Source: an optimization exercise on an open RTL-to-GDS flow (aim: small area). Production flows keep margins and buffers that such runs may drop.
In this exercise RTL edits were held to simulation tests only and were not proved equivalent to the original.
Power is estimated from default activity; no workload was simulated.

== job 101 ==
==> flow/design.v (excerpt) <==
module frogScene
(
	input  logic       clk_4Hz,
	input  logic       arstN,
	input  froggerPkg::coord_t     frogX,
	input  froggerPkg::coord_t     frogY,
	input  froggerPkg::coord_t     drawX,
	input  froggerPkg::coord_t     drawY,
	input  logic [2:0] lives,
	output froggerPkg::colorCode_t colorCode,
	output logic       collision
);
	logic [4:0] laneDrawHit;
	logic [4:0] laneFrogHit;
	logic [4:0] laneDrawX;
	logic [4:0] laneFrogX;
	logic [4:0] drawRow;
	logic [4:0] frogRow;
	logic barHit;
	logic heartHit;
	logic lineHit;
	logic waterHit;
	froggerPkg::coord_t phase;
	always_ff @(posedge clk_4Hz or negedge arstN)
	begin
		if (!arstN)
		begin
			phase     <= '0;
			collision <= 1'b0;
		end
		else
		begin
			phase     <= (phase == 10'(640)) ? '0 : phase + 1'b1;
			collision <= |laneFrogHit;
		end
	end
	function automatic logic [4:0] rowOf(input froggerPkg::coord_t py);
		rowOf[0] = (py >= 342) && (py < 342 + 16);
		rowOf[1] = (py >= 323) && (py < 323 + 14);
		rowOf[2] = (py >= 302) && (py < 302 + 16);
  ...
For scale: roughly 880 cells after synthesis, roughly 21 flip-flops, ~52 I/O pins, roughly 4800 um^2 of cells after synthesis.
export LEC_CHECK = 0
export CAP_MARGIN = 20
export CORE_MARGIN = 2
export CORE_UTILIZATION = 60
export GPL_TIMING_DRIVEN = 0
export PLACE_DENSITY = 0.7
export SETUP_SLACK_MARGIN = 0.5
export SLEW_MARGIN = 20
create_clock -name core_clock -period 10.0 [get_ports {clk_4Hz}]
standard.sh (not shown) runs the stock make flow with config.mk's settings and CLKGATE_MAP_FILE= SYNTH_SCRIPT=/design/flow/synth_recipe.tcl, a recipe that flattens the netlist after the stock synthesis.
==> flow/flow/run.sh <==
#!/bin/bash
set -euo pipefail
HERE=$(pwd)
SEEDS="1"

# synthesis script: the standard flow's own, with the abc command pointed at our script
{
	head -n 1 synth_recipe.tcl
	cat flow/abc_override.tcl
	tail -n +2 synth_recipe.tcl
} > my_synth.tcl
export MY_ABC_SCRIPT=$HERE/flow/area.abc
MAKE_VARS=(SYNTH_SCRIPT=$HERE/my_synth.tcl ADDER_MAP_FILE= "BUFFER_PORTS_ARGS=-buffer_cell sky130_fd_sc_hd__buf_1")

# seed trials (skipped for a single seed): the standard make line with a work folder of their own, synthesis only
[[ $SEEDS == *" "* ]] && for s in $SEEDS; do
	mkdir -p seed_$s
	sed "s#WORK_HOME=[^ ]*#WORK_HOME=$HERE/seed_$s/orfs#" standard.sh > seed_$s/standard.sh
	(
		export MY_ABC_SEEDS=$s MY_ABC_DIR=$HERE/seed_$s
		bash seed_$s/standard.sh "${MAKE_VARS[@]}" synth > seed_$s/synth.log 2>&1 || true
	) &
done
wait

best=""
bestArea=""
for s in $SEEDS; do
	stat=seed_$s/orfs/reports/$FLOW_PLATFORM/frogScene/base/synth_stat.txt
	[[ -f $stat ]] || continue
	area=$(sed -n "s/.*Chip area for module[^:]*: *\([0-9.]*\).*/\1/p" $stat | tail -n 1)
	echo "seed $s: area $area" >> seeds.txt
	if [[ -n $area ]] && { [[ -z $best ]] || awk -v a=$area -v b=$bestArea 'BEGIN { exit !(a < b) }'; }; then
		best=$s
		bestArea=$area
	fi
done
best=${best:-1}
echo "chosen seed $best" >> seeds.txt

export MY_ABC_SEEDS=$best MY_ABC_DIR=$HERE
bash standard.sh "${MAKE_VARS[@]}" finish > flow.log 2>&1
==> flow/flow/abc_override.tcl <==
proc abc {args} {
	set i [lsearch -exact $args -script]
	if { $i < 0 } {
		yosys abc {*}$args
		return
	}
	set lib [lindex $args [expr { [lsearch -exact $args -liberty] + 1 }]]
	set fin [open $::env(MY_ABC_SCRIPT) r]
	set template [read $fin]
	close $fin
	yosys design -save pre_abc
	set bestArea 0
	set bestSeed ""
	foreach seed $::env(MY_ABC_SEEDS) {
		yosys design -load pre_abc
		set script $::env(MY_ABC_DIR)/area_s$seed.abc
		set fout [open $script w]
		puts $fout [string map [list @SEED@ $seed] $template]
		close $fout
		lset args [expr { $i + 1 }] $script
		yosys abc {*}$args
		yosys opt_clean
		set report [yosys tee -q -s result.string stat -liberty $lib]
		if { ![regexp {Chip area for module [^:]*: ([0-9.]+)} $report -> area] } {
			error "no area for seed $seed"
		}
		puts "abc seed $seed: area $area"
		if { $bestSeed eq "" || $area < $bestArea } {
			set bestArea $area
			set bestSeed $seed
			yosys design -save best_abc
		}
	}
	puts "abc: keeping seed $bestSeed, area $bestArea"
	yosys design -load best_abc
}
==> flow/flow/area.abc <==
strash
ifraig
&get -n
&deepsyn -J 300 -S @SEED@
&put
dch -f
amap
topo
stime
> inputs changed (job 101 -> job 102)
# job 101
export LEC_CHECK = 0
export CAP_MARGIN = 20
export CORE_MARGIN = 2
export CORE_UTILIZATION = 60
export GPL_TIMING_DRIVEN = 0
export PLACE_DENSITY = 0.7
export SETUP_SLACK_MARGIN = 0.5
export SLEW_MARGIN = 20
create_clock -name core_clock -period 10.0 [get_ports {clk_4Hz}]
# job 102
export LEC_CHECK = 0
export CAP_MARGIN = 20
export CORE_MARGIN = 2
export CORE_UTILIZATION = 60
export CTS_CLUSTER_DIAMETER = 200
export CTS_CLUSTER_SIZE = 30
export GPL_TIMING_DRIVEN = 0
export PLACE_DENSITY = 0.7
export SETUP_SLACK_MARGIN = 0.3
export SLEW_MARGIN = 20
create_clock -name core_clock -period 10.0 [get_ports {clk_4Hz}]
==> flow/flow/run.sh <==
#!/bin/bash
set -euo pipefail
HERE=$(pwd)

# synthesis script: the standard flow's own, with the abc command pointed at our script
{
	head -n 1 synth_recipe.tcl
	cat flow/abc_override.tcl
	tail -n +2 synth_recipe.tcl
} > my_synth.tcl
export MY_ABC_SCRIPT=$HERE/flow/area.abc

bash standard.sh SYNTH_SCRIPT=$HERE/my_synth.tcl ADDER_MAP_FILE= "BUFFER_PORTS_ARGS=-buffer_cell sky130_fd_sc_hd__buf_1" finish > flow.log 2>&1
==> flow/flow/abc_override.tcl <==
# run abc with the flow's own mapping script
proc abc {args} {
	set i [lsearch -exact $args -script]
	if { $i >= 0 } {
		lset args [expr { $i + 1 }] $::env(MY_ABC_SCRIPT)
	}
	yosys abc {*}$args
}
==> flow/flow/area.abc <==
strash
ifraig
&get -n
&deepsyn -T 120
&put
dch -f
amap
topo
stime
--- outcome ---
- [compare] base=job 101 new=job 102: core area increased 1.0%, cell count moved up.
- Between job 102 and job 101, worst setup slack is lower for job 102, job 101 comes in above that.
- Job 102 falls short of job 101 in maximum operating frequency.
- Job 102: layout-stage area growth over the synthesis result is 4.4 points higher than what job 101 reported.
- The die of job 102 is larger than the one used in job 101.
What job 103 does differently from job 102 at the input level:
# job 102
export LEC_CHECK = 0
export CAP_MARGIN = 20
export CORE_MARGIN = 2
export CORE_UTILIZATION = 60
export CTS_CLUSTER_DIAMETER = 200
export CTS_CLUSTER_SIZE = 30
export GPL_TIMING_DRIVEN = 0
export PLACE_DENSITY = 0.7
export SETUP_SLACK_MARGIN = 0.3
export SLEW_MARGIN = 20
create_clock -name core_clock -period 10.0 [get_ports {clk_4Hz}]
# job 103
export LEC_CHECK = 0
export CAP_MARGIN = 20
export CORE_MARGIN = 2
export CORE_UTILIZATION = 60
export GPL_TIMING_DRIVEN = 0
export PLACE_DENSITY = 0.7
export SETUP_SLACK_MARGIN = 0.3
export SLEW_MARGIN = 20
create_clock -name core_clock -period 10.0 [get_ports {clk_4Hz}]
--- a/flow/flow/run.sh
+++ b/flow/flow/run.sh
@@ -11,2 +11,4 @@
 export MY_ABC_SCRIPT=$HERE/flow/area.abc
+export MY_ABC_SEEDS="1 2 3 4"
+export MY_ABC_DIR=$HERE
 
==> flow/flow/abc_override.tcl <==
proc abc {args} {
	set i [lsearch -exact $args -script]
	if { $i < 0 } {
		yosys abc {*}$args
		return
	}
	set lib [lindex $args [expr { [lsearch -exact $args -liberty] + 1 }]]
	set fin [open $::env(MY_ABC_SCRIPT) r]
	set template [read $fin]
	close $fin
	yosys design -save pre_abc
	set bestArea 0
	set bestSeed ""
	foreach seed $::env(MY_ABC_SEEDS) {
		yosys design -load pre_abc
		set script $::env(MY_ABC_DIR)/area_s$seed.abc
		set fout [open $script w]
		puts $fout [string map [list @SEED@ $seed] $template]
		close $fout
		lset args [expr { $i + 1 }] $script
		yosys abc {*}$args
		yosys opt_clean
		set report [yosys tee -q -s result.string stat -liberty $lib]
		if { ![regexp {Chip area for module [^:]*: ([0-9.]+)} $report -> area] } {
			error "no area for seed $seed"
		}
		puts "abc seed $seed: area $area"
		if { $bestSeed eq "" || $area < $bestArea } {
			set bestArea $area
			set bestSeed $seed
			yosys design -save best_abc
		}
	}
	puts "abc: keeping seed $bestSeed, area $bestArea"
	yosys design -load best_abc
}
==> flow/flow/area.abc <==
strash
ifraig
&get -n
&deepsyn -T 30 -S @SEED@
&put
dch -f
amap
topo
stime
Notes after the runs:
Between job 102 and job 103, number of search-and-repair iterations in the first detailed-routing pass decreased.
Global-route wire length before repair (higher): job 102
Job 103 supports a higher top clock frequency than job 102.
Job 103 ended with every stage complete and zero timing, DRC or antenna violations.
Between job 103 and job 102, the width of the chip figures differ only marginally.
Diff job 103..job 102 | number of clock-tree buffers in the layout | unchanged
The inputs of job 104 differ from those of job 103 as listed below.
==> flow/flow/run.sh <==
#!/bin/bash
set -euo pipefail
HERE=$(pwd)
SEEDS="1"

# synthesis script: the standard flow's own, with the abc command pointed at our script
{
	head -n 1 synth_recipe.tcl
	cat flow/abc_override.tcl
	tail -n +2 synth_recipe.tcl
} > my_synth.tcl
export MY_ABC_SCRIPT=$HERE/flow/area.abc
MAKE_VARS=(SYNTH_SCRIPT=$HERE/my_synth.tcl ADDER_MAP_FILE= "BUFFER_PORTS_ARGS=-buffer_cell sky130_fd_sc_hd__buf_2")

# seed trials (skipped for a single seed): the standard make line with a work folder of their own, synthesis only
[[ $SEEDS == *" "* ]] && for s in $SEEDS; do
	mkdir -p seed_$s
	sed "s#WORK_HOME=[^ ]*#WORK_HOME=$HERE/seed_$s/orfs#" standard.sh > seed_$s/standard.sh
	(
		export MY_ABC_SEEDS=$s MY_ABC_DIR=$HERE/seed_$s
		bash seed_$s/standard.sh "${MAKE_VARS[@]}" synth > seed_$s/synth.log 2>&1 || true
	) &
done
wait

best=""
bestArea=""
for s in $SEEDS; do
	stat=seed_$s/orfs/reports/$FLOW_PLATFORM/frogScene/base/synth_stat.txt
	[[ -f $stat ]] || continue
	area=$(sed -n "s/.*Chip area for module[^:]*: *\([0-9.]*\).*/\1/p" $stat | tail -n 1)
	echo "seed $s: area $area" >> seeds.txt
	if [[ -n $area ]] && { [[ -z $best ]] || awk -v a=$area -v b=$bestArea 'BEGIN { exit !(a < b) }'; }; then
		best=$s
		bestArea=$area
	fi
done
best=${best:-1}
echo "chosen seed $best" >> seeds.txt

export MY_ABC_SEEDS=$best MY_ABC_DIR=$HERE
bash standard.sh "${MAKE_VARS[@]}" finish > flow.log 2>&1
==> flow/flow/area.abc <==
strash
ifraig
&get -n
&deepsyn -J 300 -S @SEED@
&put
dch -f
amap
topo
stime
[summary]
- Job 104 was carried through to the last stage, and its layout satisfied the timing, DRC and antenna checks.
- The met1 usage in global routing of job 104 exceeds that of job 103 by 1.5 points.
- Count of clock-buffer cells in the layout for job 104: 1 down relative to job 103
- Taking job 104 as 1.0, job 103 lands at 1.12 on number of ordinary inverters in the final layout.
Changes in job 105 relative to job 104:
# job 104
export LEC_CHECK = 0
export CAP_MARGIN = 20
export CORE_MARGIN = 2
export CORE_UTILIZATION = 60
export GPL_TIMING_DRIVEN = 0
export PLACE_DENSITY = 0.7
export SETUP_SLACK_MARGIN = 0.3
export SLEW_MARGIN = 20
create_clock -name core_clock -period 10.0 [get_ports {clk_4Hz}]
# job 105
export LEC_CHECK = 0
export CAP_MARGIN = 20
export CORE_MARGIN = 2
export CORE_UTILIZATION = 65
export GPL_TIMING_DRIVEN = 0
export PLACE_DENSITY = 0.75
export SETUP_SLACK_MARGIN = 0.4
export SLEW_MARGIN = 20
create_clock -name core_clock -period 10.0 [get_ports {clk_4Hz}]
--- a/flow/flow/run.sh
+++ b/flow/flow/run.sh
@@ -12,3 +12,3 @@
 export MY_ABC_SCRIPT=$HERE/flow/area.abc
-MAKE_VARS=(SYNTH_SCRIPT=$HERE/my_synth.tcl ADDER_MAP_FILE= "BUFFER_PORTS_ARGS=-buffer_cell sky130_fd_sc_hd__buf_2")
+MAKE_VARS=(SYNTH_SCRIPT=$HERE/my_synth.tcl ADDER_MAP_FILE= "BUFFER_PORTS_ARGS=-buffer_cell sky130_fd_sc_hd__buf_1")
 
## What came out
Taking job 105 over job 104, the count of fill cells added during filler insertion ratio works out to 0.857. There was hardly any difference in total power between job 105 and job 104. Detailed-routed wire length on met3 was lower in the run labelled job 104. Area growth from synthesis to layout ended up 1.1 points lower on job 105 than on job 104. Going from job 104 to job 105, reported clock group power decreased about 4%; detailed-route vias per instance higher; slew at the pin closest to its max-slew limit fell 0.13 ns; x dimension of the die down 3.5 um; sequential fraction of total cell area essentially unchanged.

## afterwards: timing with drivers on the ports
How much do the figures lean on ideal ports? The routed layouts below were timed once more, with nothing changed but the port constraints. Step 1 (the two cells are an assumption about what drives the block):
set clk [get_ports {clk_4Hz}]
set_driving_cell -lib_cell sky130_fd_sc_hd__clkbuf_16 $clk
set_driving_cell -lib_cell sky130_fd_sc_hd__buf_2 [delete_from_list [all_inputs] $clk]
Step 2 times the ports against the registers' clock, not the clock port: input delays grow and output delays shrink by t, the midpoint of the rising clock arrivals with the driver on. Three values: ideal, step 1, step 2; two values: the first two.
run	shift t [ns]	setup slack, ns	hold slack, ns	worst setup path at the end	latest minus earliest clock arrival (ns)
job 101	0.290	0.373 / 0.350 / 0.350	0.476 / 0.476 / 0.476	input to output	0.010 / 0.011
job 102	0.288	0.334 / 0.312 / 0.312	0.470 / 0.470 / 0.470	input to output	0.003 / 0.003
job 103	0.282	0.517 / 0.491 / 0.491	0.509 / 0.509 / 0.509	input to output	0.007 / 0.007
job 104	0.299	0.515 / 0.491 / 0.491	0.483 / 0.483 / 0.483	input to output	0.012 / 0.013
job 105	0.289	0.413 / 0.391 / 0.391	0.479 / 0.479 / 0.479	input to output	0.005 / 0.005
After both steps setup and hold are still met in every run listed. The setup slack of job 103, which loses most, moves by -0.026 ns with the drivers and by -0.026 ns with both steps.
